From an optimization exercise on the open Yosys and OpenROAD flow, aimed at small area, a short achievable clock period and few clock cycles; shortcuts taken in it are not production practice.
Function was checked by simulation only, so behaviour that the tests miss may differ from the original.
No activity file was given, so power comes from the tool's default toggle rates.

Setup of run 1:
Design packet_truncate_ipv4_fixup_unit, start of the top module:
module packet_truncate_ipv4_fixup_unit (
  input  logic        clk_i,
  input  logic        rst_ni,
  input  logic        cfg_we_i,
  input  logic        cfg_idx_i,
  input  logic [15:0] cfg_wdata_i,
  input  logic        s_axis_tvalid,
  output logic        s_axis_tready,
  input  logic [23:0] s_axis_tdata,    
  input  logic        s_axis_tlast,
  output logic        m_axis_tvalid,
  input  logic        m_axis_tready,
  output logic [7:0]  m_axis_tdata,    
  output logic        m_axis_tlast
);
For scale: ~640 flip-flops, roughly 27000 sq um of cells after synthesis.
==> flow/config.mk <==
export PLATFORM = sky130hd
export DESIGN_NAME = packet_truncate_ipv4_fixup_unit
export DESIGN_NICKNAME = packet_truncate_ipv4_fixup_unit
export VERILOG_FILES = /design/flow/design.v
export SDC_FILE = /design/flow/constraint.sdc
export NUM_CORES = 4
export LEC_CHECK = 0
export CAP_MARGIN = 20
export CORE_MARGIN = 2
export CORE_UTILIZATION = 60
export CTS_CLUSTER_DIAMETER = 110
export CTS_CLUSTER_SIZE = 26
export PLACE_DENSITY = 0.8
export SETUP_SLACK_MARGIN = 3.1
export SLEW_MARGIN = 20
==> flow/constraint.sdc <==
create_clock -name core_clock -period 5.5 [get_ports {clk_i}]
set_input_delay 1.1000 -clock core_clock [delete_from_list [all_inputs] [get_ports {clk_i}]]
set_output_delay 1.1000 -clock core_clock [all_outputs]
set_load 0.01 [all_outputs]
run.sh (not shown) runs the stock make flow with config.mk's settings and CLKGATE_MAP_FILE= SYNTH_SCRIPT=/design/flow/synth_recipe.tcl, a recipe that flattens the netlist after the stock synthesis.
Testbench counts of run 1, summed over its fixed seeds: cycles 243,794.
What run 2 does differently from run 1 at the input level:
Settings: swapping 60 for 50 in CORE_UTILIZATION; swapping 0.8 for 0.7 in PLACE_DENSITY.
Results
- A topmost layer with routed signal wires of met4 is what run 1 shows, while met5 belongs to run 2.
- Power dissipated in combinational cells for run 2: about 2% down relative to run 1
- Lower required time reported for the critical path endpoint goes to run 1 over run 2.
- Summary — switching power summed over all nets, run 2 relative to run 1: lower, by about 2.4%.
diff inputs: run 2 => run 3
Settings: swapping 26 for 22 in CTS_CLUSTER_SIZE; swapping 50 for 40 in CORE_UTILIZATION; swapping 0.7 for 0.6 in PLACE_DENSITY; swapping 110 for 100 in CTS_CLUSTER_DIAMETER.
Findings:
- No stage failed in run 3, and the final checks on the layout all came back clean.
- Diff run 2 -> run 3: clock tree buffer count of the final layout dropped 4, cell area reported after detailed placement went up 230 sq um, final HPWL from detailed placement +about 9%, largest driver fanout on the critical path has decreased.
- Compared to run 2, run 3 has critical path required time 0.07 ns lower.
- Run 3 vs. run 2: area of the die went up by 14000 sq um.
- From run 2 to run 3 the numbers moved as follows: worst vdd rail ir drop shows a reduction of about 26%; number of cells in the finished layout apart from fillers shows an increase of 184.


Starting RTL as in the previous note.
clock: 5.5 ns
lec_check: 0
cap_margin: 20
core_margin: 2
core_utilization: 50
cts_cluster_diameter: 120
cts_cluster_size: 30
place_density: 0.7
setup_slack_margin: 3.1
slew_margin: 20
Testbench counts at the start, summed over its fixed seeds: cycles 243,794.
Next try:
Settings changed: CTS_CLUSTER_DIAMETER 120 to 110, CTS_CLUSTER_SIZE 30 to 26, PLACE_DENSITY 0.7 to 0.65.
After rerunning: The new run ran to the end with no violations; total power climbs by a few percent; final area climbs slightly; critical path depth climbs by 1; hold slack gains 0.0036 ns; wire length climbs by a few percent; first-iteration DRC count drops by roughly a tenth.
Next try:
Settings changed: CORE_UTILIZATION 50 to 40, CTS_CLUSTER_DIAMETER 110 to 120, CTS_CLUSTER_SIZE 26 to 30, PLACE_DENSITY 0.65 to 0.6.
After rerunning: Clock-buffer cell count rose by 3; via count rose by 0.47%; cell area rose by about 1%; setup slack gains 0.19 ns; wire length rose by 2.7%; total power rose by about 0.5%; non-clock buffer count fell by 2; die area rose by 25%; global-route usage fell by 4.8 points.
Next try:
Settings changed: CORE_UTILIZATION 40 to 50, CTS_CLUSTER_DIAMETER 120 to 110, CTS_CLUSTER_SIZE 30 to 26, PLACE_DENSITY 0.6 to 0.7, SETUP_SLACK_MARGIN 3.1 to 2.95.
- global-route usage goes up by 3.2 points
- synthesized cell count does not change
- count of clock-buffer cells in the layout goes up by 7
- power goes down by a few percent
- maximum frequency goes down by a few percent
- worst setup slack degrades by 0.11 ns
- wire length goes down by a little under a tenth
- via count stays flat
Next try:
Settings changed: PLACE_DENSITY 0.7 to 0.75, SETUP_SLACK_MARGIN 2.95 to 3.1.
Result: The new run ran to the end with no violations; setup slack improves by 0.082 ns; die area stays the same; maximum frequency came out higher by 3.3%; core utilization came out higher by 0.61 points; combinational power came out higher by 7.6%; cell count came out higher by 0.35%; wire length came out higher by 1.8%; area after synthesis stays the same.
Next try:
Settings changed: CORE_UTILIZATION 50 to 40, GPL_ROUTABILITY_DRIVEN from default to 0, PLACE_DENSITY 0.75 to 0.6.
What happened: The changed run finished with timing, DRC and antenna clean. Clock skew increases by 0.029 ns. Synthesized area stays the same. Clock-buffer cell count increases by 13. Power increases slightly.

## what the ideal ports hide
Ports are ideal in the flow. The routed layouts listed here were re-timed in OpenROAD.
Step 1: set_driving_cell puts a clkbuf_16 on clk_i and a buf_2 on each other input, an assumption about the parent block.
Step 2, shift: input delay + t, output delay - t, t = (earliest + latest rising clock arrival at the registers) / 2. This alone moves slack from input paths to output paths.
Slacks: ideal / step 1 / step 2; pairs: ideal / step 1.
run | t (ns) | setup slack, ns | worst hold slack (ns) | worst register clock-pin slew, ns | worst slew at a driven data input, ns
run 1 | 0.676 | 2.958 / 2.958 / 2.507 | 0.490 / 0.490 / 0.490 | 0.11 / 0.11 | 0.07
run 2 | 0.679 | 3.102 / 3.097 / 2.526 | 0.492 / 0.492 / 0.492 | 0.11 / 0.11 | 0.06
run 3 | 0.651 | 2.979 / 2.979 / 2.571 | 0.495 / 0.495 / 0.495 | 0.10 / 0.10 | 0.15
the first run of note 2 | 0.647 | 3.096 / 3.091 / 2.499 | 0.494 / 0.494 / 0.494 | 0.12 / 0.12 | 0.05
the second run of note 2 | 0.675 | 2.855 / 2.855 / 2.470 | 0.498 / 0.498 / 0.498 | 0.11 / 0.11 | 0.07
the third run of note 2 | 0.659 | 3.043 / 3.035 / 2.514 | 0.502 / 0.502 / 0.502 | 0.12 / 0.12 | 0.15
the fourth run of note 2 | 0.678 | 2.933 / 2.938 / 2.279 | 0.488 / 0.488 / 0.488 | 0.11 / 0.11 | 0.06
the fifth run of note 2 | 0.678 | 3.015 / 3.015 / 2.565 | 0.490 / 0.490 / 0.490 | 0.11 / 0.11 | 0.07
the sixth run of note 2 | 0.676 | 3.067 / 3.034 / 2.497 | 0.499 / 0.499 / 0.499 | 0.11 / 0.11 | 0.16
After both steps setup and hold are still met in every run listed. For the fourth run of note 2, which loses most, drivers alone change the setup slack by +0.005 ns; drivers and shift together by -0.654 ns.
